What follows belongs to an exercise in optimizing a design on an open flow for small area and a short achievable clock period; a production flow would make more cautious choices.
Where RTL was checked, it was by simulation tests only, not by an equivalence proof against the original.
No activity file was given, so power comes from the tool's default toggle rates.

==> inputs of 01-27 <==
==> flow/design.v (excerpt) <==
module bpu_top (
   input  logic        clk_i,
   input  logic        rst_i,
   input  logic [31:0] curr_pc_i,
   output logic        pred_taken_o,
   output logic [31:0] pred_target_o,
   output logic        btb_hit_o,
   input  logic        res_valid_i,
   input  logic [31:0] res_pc_i,
   input  logic [31:0] res_target_i,
   input  logic        res_taken_i,
   input  logic        res_mispredict_i,
   output logic [31:0] mispred_cnt_o
);
clock: 7.0 ns
lec_check: 0
cap_margin: 20
core_margin: 2
core_utilization: 40
cts_cluster_diameter: 60
cts_cluster_size: 40
setup_slack_margin: 1.5
slew_margin: 20
synth_hierarchical: 1
standard.sh (not shown) runs the stock make flow with config.mk's settings and CLKGATE_MAP_FILE= SYNTH_SCRIPT=/design/flow/synth_recipe.tcl, a recipe that flattens the netlist after the stock synthesis.
==> flow/flow/run.sh <==
#!/bin/bash
# Standard layout (the standard.sh: ORFS from synthesis to the final layout), with
# clock tree synthesis told not to add dummy balancing loads to the clock tree.
set -euo pipefail
cd "$(dirname "$0")/.."
bash standard.sh \
   CTS_ARGS="-sink_clustering_enable -repair_clock_nets -dont_use_dummy_load -sink_clustering_size 40 -sink_clustering_max_diameter 60" \
   finish > flow_make.log 2>&1
==> 04-18 (differences from 01-27) <==
--- a/flow/design.v
+++ b/flow/design.v
@@ -64,29 +64,16 @@
 endmodule
 module bp_sel16_part (
    input  logic [15:0] d_i,
    input  logic [15:0] sel_i,
    output logic [3:0]  part_o
 );
    always_comb for (int i = 0; i < 4; i++) part_o[i] = |(d_i[4*i +: 4] & sel_i[4*i +: 4]);
 endmodule
-module bp_bht_quad (
-   input  logic [3:0][15:0] hi_i,       
-   input  logic [3:0]       row_en_i,
-   input  logic [15:0]      col_en_i,
-   output logic             y_o
-);
-   always_comb begin
-      y_o = 1'b0;
-      for (int r = 0; r < 4; r++)
-         for (int c = 0; c < 16; c++)
-            y_o = y_o | (row_en_i[r] & col_en_i[c] & hi_i[r][c]);
-   end
-endmodule
 module bp_mux16 (
    input  logic [15:0] d_i,
    input  logic [3:0]  sel_i,
    output logic        y_o
 );
    assign y_o = d_i[sel_i];
 endmodule
 module bp_sel16 (
@@ -94,22 +81,23 @@
    input  logic [15:0] sel_i,
    output logic        y_o
 );
    assign y_o = |(d_i & sel_i);
 endmodule
 module bp_out4 (
    input  logic [3:0] hit_part_i,
    input  logic [3:0] bht_part_i,
+   input  logic       row_valid_i,
    input  logic [3:0] target_n_i,
    input  logic [3:0] pc_plus4_n_i,
    output logic [3:0] y_o
 );
    logic taken;
-   assign taken = (|hit_part_i) && (|bht_part_i);
+   assign taken = (|hit_part_i) && (|bht_part_i) && row_valid_i;
    for (genvar i = 0; i < 4; i++) begin : g_bit
       bp_mux2i u_mux (.s_i(taken), .a0_i(pc_plus4_n_i[i]), .a1_i(target_n_i[i]), .y_o(y_o[i]));
    end
 endmodule
 module bp_mux2i (
    input  logic s_i,
    input  logic a0_i,
    input  logic a1_i,
@@ -135,93 +123,88 @@
    logic [15:0]       bht_row_valid_q;
    logic [15:0]       btb_valid_q;
    logic [15:0][25:0] btb_tag_q;
    logic [15:0][31:0] btb_target_q;
    logic [3:0]        ghr_q;
    logic [31:0]       cnt_q;
    logic [3:0]        lk_idx;
    logic [15:0]       lk_dec, lk_col_dec, entry_hit_n;
-   logic [1:0][3:0]   hit_part;             
-   logic [3:0]        bht_part;
-   logic [15:0]       lk_row_dec, lk_row_en;
+   logic [3:0]        hit_part, bht_part;
+   logic [15:0][15:0] bht_hi_t;              
+   logic [15:0]       bht_row;               
+   logic              row_valid;
    logic [31:0]       pc_plus4, btb_target_sel;
    assign lk_idx = curr_pc_i[5:2];
    bp_dec4 u_lk_dec  (.a_i(lk_idx),                  .y_o(lk_dec));
    bp_dec4 u_col_dec (.a_i(curr_pc_i[5:2] ^ ghr_q),  .y_o(lk_col_dec));
    for (genvar e = 0; e < 16; e++) begin : g_lk_btb
       bp_tag_hit_n u_hit (
          .en_i    (btb_valid_q[e] && lk_dec[e]),
          .tag_i   (btb_tag_q[e]),
          .pc_tag_i(curr_pc_i[31:6]),
          .hit_n_o (entry_hit_n[e])
       );
    end
-   for (genvar h = 0; h < 2; h++) begin : g_hit_half
-      for (genvar i = 0; i < 4; i++) begin : g_hit_part
-         bp_nand4 u_part (
-            .a_i(entry_hit_n[4*i]),   .b_i(entry_hit_n[4*i+1]),
-            .c_i(entry_hit_n[4*i+2]), .d_i(entry_hit_n[4*i+3]),
-            .y_o(hit_part[h][i])
-         );
-      end
-   end
-   assign btb_hit_o = |hit_part[0];
-   bp_dec4 u_row_dec (.a_i(curr_pc_i[9:6]), .y_o(lk_row_dec));
-   assign lk_row_en = lk_row_dec & bht_row_valid_q;
-   for (genvar q = 0; q < 4; q++) begin : g_bht_quad
-      bp_bht_quad u_quad (
-         .hi_i    (bht_hi_q[4*q +: 4]),
-         .row_en_i(lk_row_en[4*q +: 4]),
-         .col_en_i(lk_col_dec),
-         .y_o     (bht_part[q])
+   for (genvar i = 0; i < 4; i++) begin : g_hit_part
+      bp_nand4 u_part (
+         .a_i(entry_hit_n[4*i]),   .b_i(entry_hit_n[4*i+1]),
+         .c_i(entry_hit_n[4*i+2]), .d_i(entry_hit_n[4*i+3]),
+         .y_o(hit_part[i])
       );
    end
+   assign btb_hit_o = |hit_part;
+   for (genvar c = 0; c < 16; c++) begin : g_lk_col
+      for (genvar r = 0; r < 16; r++) begin : g_t
+         assign bht_hi_t[c][r] = bht_hi_q[r][c];
+      end
+      bp_mux16 u_row (.d_i(bht_hi_t[c]), .sel_i(curr_pc_i[9:6]), .y_o(bht_row[c]));
+   end
+   bp_mux16 u_row_valid (.d_i(bht_row_valid_q), .sel_i(curr_pc_i[9:6]), .y_o(row_valid));
+   bp_sel16_part u_col (.d_i(bht_row), .sel_i(lk_col_dec), .part_o(bht_part));
    assign pc_plus4     = curr_pc_i + 32'd4;
-   assign pred_taken_o = (|hit_part[0]) && (|bht_part);
+   assign pred_taken_o = (|hit_part) && (|bht_part) && row_valid;
    for (genvar g = 0; g < 8; g++) begin : g_out
       bp_out4 u_out (
-         .hit_part_i  (hit_part[g/4]),
+         .hit_part_i  (hit_part),
          .bht_part_i  (bht_part),
+         .row_valid_i (row_valid),
          .target_n_i  (~btb_target_sel[4*g +: 4]),
          .pc_plus4_n_i(~pc_plus4[4*g +: 4]),
          .y_o         (pred_target_o[4*g +: 4])
       );
    end
    assign btb_target_sel = btb_target_q[lk_idx];
    assign mispred_cnt_o = cnt_q;
    logic [3:0]  up_row, up_col;
    logic        old_hi, old_lo, new_hi, new_lo;
-   logic [15:0] col_hit, col_we, col_d_hi, col_d_lo;
-   logic        up_row_valid;
+   logic [15:0] col_hit, col_d_hi, col_d_lo;
    assign up_row = res_pc_i[9:6];
    assign up_col = res_pc_i[5:2] ^ ghr_q;
-   assign old_hi = up_row_valid ? bht_hi_q[up_row][up_col] : 1'b0;
-   assign old_lo = up_row_valid ? bht_lo_q[up_row][up_col] : 1'b1;
+   assign old_hi = bht_row_valid_q[up_row] ?  bht_hi_q[up_row][up_col] : 1'b0;
+   assign old_lo = bht_row_valid_q[up_row] ?  bht_lo_q[up_row][up_col] : 1'b1;
    assign new_hi = (old_hi & old_lo) | (res_taken_i & (old_hi | old_lo));
    assign new_lo = (old_hi & ~old_lo) | (res_taken_i & (old_hi | ~old_lo));
-   assign up_row_valid = bht_row_valid_q[up_row];
    always_comb begin
       for (int c = 0; c < 16; c++) begin
          col_hit[c]  = (up_col == 4'(c));
-         col_we[c]   = col_hit[c] || !up_row_valid;
          col_d_hi[c] = col_hit[c] & new_hi;
          col_d_lo[c] = ~col_hit[c] | new_lo;
       end
    end
    for (genvar r = 0; r < 16; r++) begin : g_bht_row
       logic row_we;
       assign row_we = res_valid_i && (up_row == 4'(r));
       always_ff @(posedge clk_i or posedge rst_i) begin
          if (rst_i) bht_row_valid_q[r] <= 1'b0;
          else if (row_we) bht_row_valid_q[r] <= 1'b1;
       end
       for (genvar c = 0; c < 16; c++) begin : g_bht_col
          always_ff @(posedge clk_i) begin
-            if (row_we && col_we[c]) begin
+            if (row_we && (col_hit[c] || !bht_row_valid_q[r])) begin
                bht_hi_q[r][c] <= col_d_hi[c];
                bht_lo_q[r][c] <= col_d_lo[c];
             end
          end
       end
    end
    logic [3:0] up_btb;
    assign up_btb = res_pc_i[5:2];
--- a/flow/config.mk
+++ b/flow/config.mk
@@ -5,11 +5,11 @@
 export SDC_FILE = /design/flow/constraint.sdc
 export NUM_CORES = 4
 export LEC_CHECK = 0
 export CAP_MARGIN = 20
 export CORE_MARGIN = 2
 export CORE_UTILIZATION = 40
 export CTS_CLUSTER_DIAMETER = 60
 export CTS_CLUSTER_SIZE = 40
-export SETUP_SLACK_MARGIN = 1.5
+export SETUP_SLACK_MARGIN = 0.5
 export SLEW_MARGIN = 20
 export SYNTH_HIERARCHICAL = 1
==> 07-28 (differences from 01-27) <==
--- a/flow/design.v
+++ b/flow/design.v
@@ -64,63 +64,39 @@
 endmodule
 module bp_sel16_part (
    input  logic [15:0] d_i,
    input  logic [15:0] sel_i,
    output logic [3:0]  part_o
 );
    always_comb for (int i = 0; i < 4; i++) part_o[i] = |(d_i[4*i +: 4] & sel_i[4*i +: 4]);
 endmodule
-module bp_bht_quad (
-   input  logic [3:0][15:0] hi_i,       
-   input  logic [3:0]       row_en_i,
-   input  logic [15:0]      col_en_i,
-   output logic             y_o
-);
-   always_comb begin
-      y_o = 1'b0;
-      for (int r = 0; r < 4; r++)
-         for (int c = 0; c < 16; c++)
-            y_o = y_o | (row_en_i[r] & col_en_i[c] & hi_i[r][c]);
-   end
-endmodule
 module bp_mux16 (
    input  logic [15:0] d_i,
    input  logic [3:0]  sel_i,
    output logic        y_o
 );
    assign y_o = d_i[sel_i];
 endmodule
 module bp_sel16 (
    input  logic [15:0] d_i,
    input  logic [15:0] sel_i,
    output logic        y_o
 );
    assign y_o = |(d_i & sel_i);
 endmodule
-module bp_out4 (
+module bp_out8 (
    input  logic [3:0] hit_part_i,
    input  logic [3:0] bht_part_i,
-   input  logic [3:0] target_n_i,
-   input  logic [3:0] pc_plus4_n_i,
-   output logic [3:0] y_o
-);
-   logic taken;
-   assign taken = (|hit_part_i) && (|bht_part_i);
-   for (genvar i = 0; i < 4; i++) begin : g_bit
-      bp_mux2i u_mux (.s_i(taken), .a0_i(pc_plus4_n_i[i]), .a1_i(target_n_i[i]), .y_o(y_o[i]));
-   end
-endmodule
-module bp_mux2i (
-   input  logic s_i,
-   input  logic a0_i,
-   input  logic a1_i,
-   output logic y_o
-);
-   assign y_o = !(s_i ? a1_i : a0_i);
+   input  logic       row_valid_i,
+   input  logic [7:0] target_i,
+   input  logic [7:0] pc_plus4_i,
+   output logic [7:0] y_o
+);
+   assign y_o = ((|hit_part_i) && (|bht_part_i) && row_valid_i) ? target_i : pc_plus4_i;
 endmodule
 module branch_predictor (
    input  logic        clk_i,
    input  logic        rst_i,
    input  logic [31:0] curr_pc_i,
    output logic        pred_taken_o,
    output logic [31:0] pred_target_o,
    output logic        btb_hit_o,
@@ -135,93 +111,88 @@
    logic [15:0]       bht_row_valid_q;
    logic [15:0]       btb_valid_q;
    logic [15:0][25:0] btb_tag_q;
    logic [15:0][31:0] btb_target_q;
    logic [3:0]        ghr_q;
    logic [31:0]       cnt_q;
    logic [3:0]        lk_idx;
    logic [15:0]       lk_dec, lk_col_dec, entry_hit_n;
-   logic [1:0][3:0]   hit_part;             
-   logic [3:0]        bht_part;
-   logic [15:0]       lk_row_dec, lk_row_en;
+   logic [3:0]        hit_part, bht_part;
+   logic [15:0][15:0] bht_hi_t;              
+   logic [15:0]       bht_row;               
+   logic              row_valid;
    logic [31:0]       pc_plus4, btb_target_sel;
    assign lk_idx = curr_pc_i[5:2];
    bp_dec4 u_lk_dec  (.a_i(lk_idx),                  .y_o(lk_dec));
    bp_dec4 u_col_dec (.a_i(curr_pc_i[5:2] ^ ghr_q),  .y_o(lk_col_dec));
    for (genvar e = 0; e < 16; e++) begin : g_lk_btb
       bp_tag_hit_n u_hit (
          .en_i    (btb_valid_q[e] && lk_dec[e]),
          .tag_i   (btb_tag_q[e]),
          .pc_tag_i(curr_pc_i[31:6]),
          .hit_n_o (entry_hit_n[e])
       );
    end
-   for (genvar h = 0; h < 2; h++) begin : g_hit_half
-      for (genvar i = 0; i < 4; i++) begin : g_hit_part
-         bp_nand4 u_part (
-            .a_i(entry_hit_n[4*i]),   .b_i(entry_hit_n[4*i+1]),
-            .c_i(entry_hit_n[4*i+2]), .d_i(entry_hit_n[4*i+3]),
-            .y_o(hit_part[h][i])
-         );
-      end
-   end
-   assign btb_hit_o = |hit_part[0];
-   bp_dec4 u_row_dec (.a_i(curr_pc_i[9:6]), .y_o(lk_row_dec));
-   assign lk_row_en = lk_row_dec & bht_row_valid_q;
-   for (genvar q = 0; q < 4; q++) begin : g_bht_quad
-      bp_bht_quad u_quad (
-         .hi_i    (bht_hi_q[4*q +: 4]),
-         .row_en_i(lk_row_en[4*q +: 4]),
-         .col_en_i(lk_col_dec),
-         .y_o     (bht_part[q])
+   for (genvar i = 0; i < 4; i++) begin : g_hit_part
+      bp_nand4 u_part (
+         .a_i(entry_hit_n[4*i]),   .b_i(entry_hit_n[4*i+1]),
+         .c_i(entry_hit_n[4*i+2]), .d_i(entry_hit_n[4*i+3]),
+         .y_o(hit_part[i])
       );
    end
+   assign btb_hit_o = |hit_part;
+   for (genvar c = 0; c < 16; c++) begin : g_lk_col
+      for (genvar r = 0; r < 16; r++) begin : g_t
+         assign bht_hi_t[c][r] = bht_hi_q[r][c];
+      end
+      bp_mux16 u_row (.d_i(bht_hi_t[c]), .sel_i(curr_pc_i[9:6]), .y_o(bht_row[c]));
+   end
+   bp_mux16 u_row_valid (.d_i(bht_row_valid_q), .sel_i(curr_pc_i[9:6]), .y_o(row_valid));
+   bp_sel16_part u_col (.d_i(bht_row), .sel_i(lk_col_dec), .part_o(bht_part));
    assign pc_plus4     = curr_pc_i + 32'd4;
-   assign pred_taken_o = (|hit_part[0]) && (|bht_part);
-   for (genvar g = 0; g < 8; g++) begin : g_out
-      bp_out4 u_out (
-         .hit_part_i  (hit_part[g/4]),
-         .bht_part_i  (bht_part),
-         .target_n_i  (~btb_target_sel[4*g +: 4]),
-         .pc_plus4_n_i(~pc_plus4[4*g +: 4]),
-         .y_o         (pred_target_o[4*g +: 4])
+   assign pred_taken_o = (|hit_part) && (|bht_part) && row_valid;
+   for (genvar g = 0; g < 4; g++) begin : g_out
+      bp_out8 u_out (
+         .hit_part_i (hit_part),
+         .bht_part_i (bht_part),
+         .row_valid_i(row_valid),
+         .target_i   (btb_target_sel[8*g +: 8]),
+         .pc_plus4_i (pc_plus4[8*g +: 8]),
+         .y_o        (pred_target_o[8*g +: 8])
       );
    end
    assign btb_target_sel = btb_target_q[lk_idx];
    assign mispred_cnt_o = cnt_q;
    logic [3:0]  up_row, up_col;
    logic        old_hi, old_lo, new_hi, new_lo;
-   logic [15:0] col_hit, col_we, col_d_hi, col_d_lo;
-   logic        up_row_valid;
+   logic [15:0] col_hit, col_d_hi, col_d_lo;
    assign up_row = res_pc_i[9:6];
    assign up_col = res_pc_i[5:2] ^ ghr_q;
-   assign old_hi = up_row_valid ? bht_hi_q[up_row][up_col] : 1'b0;
-   assign old_lo = up_row_valid ? bht_lo_q[up_row][up_col] : 1'b1;
+   assign old_hi = bht_row_valid_q[up_row] ?  bht_hi_q[up_row][up_col] : 1'b0;
+   assign old_lo = bht_row_valid_q[up_row] ?  bht_lo_q[up_row][up_col] : 1'b1;
    assign new_hi = (old_hi & old_lo) | (res_taken_i & (old_hi | old_lo));
    assign new_lo = (old_hi & ~old_lo) | (res_taken_i & (old_hi | ~old_lo));
-   assign up_row_valid = bht_row_valid_q[up_row];
    always_comb begin
       for (int c = 0; c < 16; c++) begin
          col_hit[c]  = (up_col == 4'(c));
-         col_we[c]   = col_hit[c] || !up_row_valid;
          col_d_hi[c] = col_hit[c] & new_hi;
          col_d_lo[c] = ~col_hit[c] | new_lo;
       end
    end
    for (genvar r = 0; r < 16; r++) begin : g_bht_row
       logic row_we;
       assign row_we = res_valid_i && (up_row == 4'(r));
       always_ff @(posedge clk_i or posedge rst_i) begin
          if (rst_i) bht_row_valid_q[r] <= 1'b0;
          else if (row_we) bht_row_valid_q[r] <= 1'b1;
       end
       for (genvar c = 0; c < 16; c++) begin : g_bht_col
          always_ff @(posedge clk_i) begin
-            if (row_we && col_we[c]) begin
+            if (row_we && (col_hit[c] || !bht_row_valid_q[r])) begin
                bht_hi_q[r][c] <= col_d_hi[c];
                bht_lo_q[r][c] <= col_d_lo[c];
             end
          end
       end
    end
    logic [3:0] up_btb;
    assign up_btb = res_pc_i[5:2];
--- a/flow/config.mk
+++ b/flow/config.mk
@@ -5,11 +5,11 @@
 export SDC_FILE = /design/flow/constraint.sdc
 export NUM_CORES = 4
 export LEC_CHECK = 0
 export CAP_MARGIN = 20
 export CORE_MARGIN = 2
 export CORE_UTILIZATION = 40
 export CTS_CLUSTER_DIAMETER = 60
 export CTS_CLUSTER_SIZE = 40
-export SETUP_SLACK_MARGIN = 1.5
+export SETUP_SLACK_MARGIN = 2.5
 export SLEW_MARGIN = 20
 export SYNTH_HIERARCHICAL = 1
==> 02-24 (differences from 01-27) <==
--- a/flow/design.v
+++ b/flow/design.v
@@ -64,29 +64,16 @@
 endmodule
 module bp_sel16_part (
    input  logic [15:0] d_i,
    input  logic [15:0] sel_i,
    output logic [3:0]  part_o
 );
    always_comb for (int i = 0; i < 4; i++) part_o[i] = |(d_i[4*i +: 4] & sel_i[4*i +: 4]);
 endmodule
-module bp_bht_quad (
-   input  logic [3:0][15:0] hi_i,       
-   input  logic [3:0]       row_en_i,
-   input  logic [15:0]      col_en_i,
-   output logic             y_o
-);
-   always_comb begin
-      y_o = 1'b0;
-      for (int r = 0; r < 4; r++)
-         for (int c = 0; c < 16; c++)
-            y_o = y_o | (row_en_i[r] & col_en_i[c] & hi_i[r][c]);
-   end
-endmodule
 module bp_mux16 (
    input  logic [15:0] d_i,
    input  logic [3:0]  sel_i,
    output logic        y_o
 );
    assign y_o = d_i[sel_i];
 endmodule
 module bp_sel16 (
@@ -94,22 +81,23 @@
    input  logic [15:0] sel_i,
    output logic        y_o
 );
    assign y_o = |(d_i & sel_i);
 endmodule
 module bp_out4 (
    input  logic [3:0] hit_part_i,
    input  logic [3:0] bht_part_i,
+   input  logic       row_valid_i,
    input  logic [3:0] target_n_i,
    input  logic [3:0] pc_plus4_n_i,
    output logic [3:0] y_o
 );
    logic taken;
-   assign taken = (|hit_part_i) && (|bht_part_i);
+   assign taken = (|hit_part_i) && (|bht_part_i) && row_valid_i;
    for (genvar i = 0; i < 4; i++) begin : g_bit
       bp_mux2i u_mux (.s_i(taken), .a0_i(pc_plus4_n_i[i]), .a1_i(target_n_i[i]), .y_o(y_o[i]));
    end
 endmodule
 module bp_mux2i (
    input  logic s_i,
    input  logic a0_i,
    input  logic a1_i,
@@ -135,19 +123,20 @@
    logic [15:0]       bht_row_valid_q;
    logic [15:0]       btb_valid_q;
    logic [15:0][25:0] btb_tag_q;
    logic [15:0][31:0] btb_target_q;
    logic [3:0]        ghr_q;
    logic [31:0]       cnt_q;
    logic [3:0]        lk_idx;
    logic [15:0]       lk_dec, lk_col_dec, entry_hit_n;
-   logic [1:0][3:0]   hit_part;             
-   logic [3:0]        bht_part;
-   logic [15:0]       lk_row_dec, lk_row_en;
+   logic [1:0][3:0]   hit_part, bht_part;   
+   logic [15:0][15:0] bht_hi_t;              
+   logic [15:0]       bht_row;               
+   logic              row_valid;
    logic [31:0]       pc_plus4, btb_target_sel;
    assign lk_idx = curr_pc_i[5:2];
    bp_dec4 u_lk_dec  (.a_i(lk_idx),                  .y_o(lk_dec));
    bp_dec4 u_col_dec (.a_i(curr_pc_i[5:2] ^ ghr_q),  .y_o(lk_col_dec));
    for (genvar e = 0; e < 16; e++) begin : g_lk_btb
       bp_tag_hit_n u_hit (
          .en_i    (btb_valid_q[e] && lk_dec[e]),
          .tag_i   (btb_tag_q[e]),
@@ -160,32 +149,33 @@
          bp_nand4 u_part (
             .a_i(entry_hit_n[4*i]),   .b_i(entry_hit_n[4*i+1]),
             .c_i(entry_hit_n[4*i+2]), .d_i(entry_hit_n[4*i+3]),
             .y_o(hit_part[h][i])
          );
       end
    end
    assign btb_hit_o = |hit_part[0];
-   bp_dec4 u_row_dec (.a_i(curr_pc_i[9:6]), .y_o(lk_row_dec));
-   assign lk_row_en = lk_row_dec & bht_row_valid_q;
-   for (genvar q = 0; q < 4; q++) begin : g_bht_quad
-      bp_bht_quad u_quad (
-         .hi_i    (bht_hi_q[4*q +: 4]),
-         .row_en_i(lk_row_en[4*q +: 4]),
-         .col_en_i(lk_col_dec),
-         .y_o     (bht_part[q])
-      );
+   for (genvar c = 0; c < 16; c++) begin : g_lk_col
+      for (genvar r = 0; r < 16; r++) begin : g_t
+         assign bht_hi_t[c][r] = bht_hi_q[r][c];
+      end
+      bp_mux16 u_row (.d_i(bht_hi_t[c]), .sel_i(curr_pc_i[9:6]), .y_o(bht_row[c]));
+   end
+   bp_mux16 u_row_valid (.d_i(bht_row_valid_q), .sel_i(curr_pc_i[9:6]), .y_o(row_valid));
+   for (genvar h = 0; h < 2; h++) begin : g_col_half
+      bp_sel16_part u_col (.d_i(bht_row), .sel_i(lk_col_dec), .part_o(bht_part[h]));
    end
    assign pc_plus4     = curr_pc_i + 32'd4;
-   assign pred_taken_o = (|hit_part[0]) && (|bht_part);
+   assign pred_taken_o = (|hit_part[0]) && (|bht_part[0]) && row_valid;
    for (genvar g = 0; g < 8; g++) begin : g_out
       bp_out4 u_out (
          .hit_part_i  (hit_part[g/4]),
-         .bht_part_i  (bht_part),
+         .bht_part_i  (bht_part[g/4]),
+         .row_valid_i (row_valid),
          .target_n_i  (~btb_target_sel[4*g +: 4]),
          .pc_plus4_n_i(~pc_plus4[4*g +: 4]),
          .y_o         (pred_target_o[4*g +: 4])
       );
    end
    assign btb_target_sel = btb_target_q[lk_idx];
    assign mispred_cnt_o = cnt_q;
    logic [3:0]  up_row, up_col;
==> flow/config.mk (replaced) <==
export PLATFORM = sky130hd
export DESIGN_NAME = bpu_top
export DESIGN_NICKNAME = bpu_top
export VERILOG_FILES = /design/flow/design.v
export SDC_FILE = /design/flow/constraint.sdc
export NUM_CORES = 4
export LEC_CHECK = 0
export CAP_MARGIN = 20
export CORE_MARGIN = 2
export CORE_UTILIZATION = 55
export CTS_CLUSTER_DIAMETER = 60
export CTS_CLUSTER_SIZE = 40
export SETUP_SLACK_MARGIN = 1.5
export SLEW_MARGIN = 20
export SYNTH_HIERARCHICAL = 1
==> summary.txt <==
Layout
The clock network takes up 3.71% of total cell area after layout.

Clocking
The total clock buffers created by CTS is 111.

Outcome
The run finished with no timing, DRC or antenna violations.

Worst setup path
Measured in cells, the most critical reg-to-reg path has a length of 12. For this run, the slowest stage of the critical path takes about 380 ps.

Logic synthesis
The post-synth net total is around 4,200.

Floorplanning
The core area is about 160,000 sq um.
Source of the figures above: 01-27

==> summary.txt <==
Layout
Non-clock buffering takes up 7.21% of total cell area after layout. The layout has 445 buffers outside the clock class. In the final layout, clock buffers and inverters account for between 3 and 4% of the cell area. In the finished layout, the clock tree contains a buffer count of roughly 110.

Logic synthesis
The post-synth net total is 3,830.

Floorplanning
The core area is 162,000 sq um. The count of pins on the block boundary is about 170.

Worst setup path
The worst setup path is of the in2out kind. For this run, the slowest stage of the critical path takes 520 ps.

Outcome
The flow ran to the end and the layout has no timing, DRC or antenna violations.

Route
The overall via count from detail_route is around 37,000.

Power and ir drop
The fraction of power consumed by combinational cells is around 16%.
Source of the figures above: 07-28

==> summary.txt <==
Outcome
The run finished with no timing, DRC or antenna violations.

Floorplanning
The tap cell count is between 2,000 and 2,500. The core area is approximately 160,000 sq um.

Worst setup path
For the worst flop-to-flop path, the logic depth is 10. For this run, the slowest stage of the critical path takes about 630 ps.

Logic synthesis
The post-synth net total is around 4,100.

Global routing
The routing usage on met2 is around a third.

Timing
At the pin with the least slew margin, the transition time is roughly 1300 ps.

Route
The met1 layer wirelength in the final routing is between 70,000 and 80,000 microns.

Job
Max-cap violations in this run came to 0.

Layout
The clock network contribution to total cell area is under 10%.

Clocking
Clock tree synthesis inserted a total of 110 buffers.
Source of the figures above: 04-18

==> summary.txt <==
Outcome
The run finished with no timing, DRC or antenna violations.

Worst setup path
The endpoint identified for the worst register-to-register timing path is u_bp.bht_lo_q[161]$_DFFE_PP_. The length in cells of the worst reg-to-reg path is 11. The highest cell delay on the worst timing path is 500 ps.

Logic synthesis
The post-synth net total is between 4,000 and 5,000. In this run the biggest area consumer among cell types represents 66.2% of the synthesized area.

Layout
The number of clock-tree buffers in the layout is 130. The layout contains a multi-input combinational cell count of 2,359.

Floorplanning
The core region is ~120,000 sq um.

Global routing
The number of antenna violations at the first check in global routing is 3. For met3 alone, demand over resource in global routing was approximately 4.4%. The global-route usage over all layers is roughly 30%.

Route
In the detailed route, the total length drawn on met3 is about 12,000 microns.
Source of the figures above: 02-24

Only the layout flow was run in 01-27 and 07-28; the RTL was not checked for function there.

## re-timing with driven ports
The results above use ideal ports. As a check the final layouts listed here were re-extracted and re-timed, cells and wires unchanged.
Step 1 assumes that a clkbuf_16 drives the clock port and a buf_2 every other input.
Step 2, shift: input delay + t, output delay - t, t = (earliest + latest rising clock arrival at the registers) / 2. This alone moves slack from input paths to output paths.
a / b / c = ideal / step 1 / step 2; a / b = the first two.
run	t (ns)	slack for setup (ns)	worst setup path after step 2	worst slew at a driven data input, ns	cell pins on the clock port's net
01-27	0.791	0.582 / 0.446 / 0.446	input to output	0.20	1
04-18	0.799	0.591 / 0.539 / 0.440	input to register	0.18	1
07-28	0.790	1.243 / 1.158 / 1.158	input to output	0.16	1
02-24	0.804	1.379 / 1.023 / 0.794	input to register	0.40	1
After both steps every run listed still meets setup and hold. The setup slack of 02-24, which loses most, moves by -0.356 ns with the drivers and by -0.585 ns with both steps.
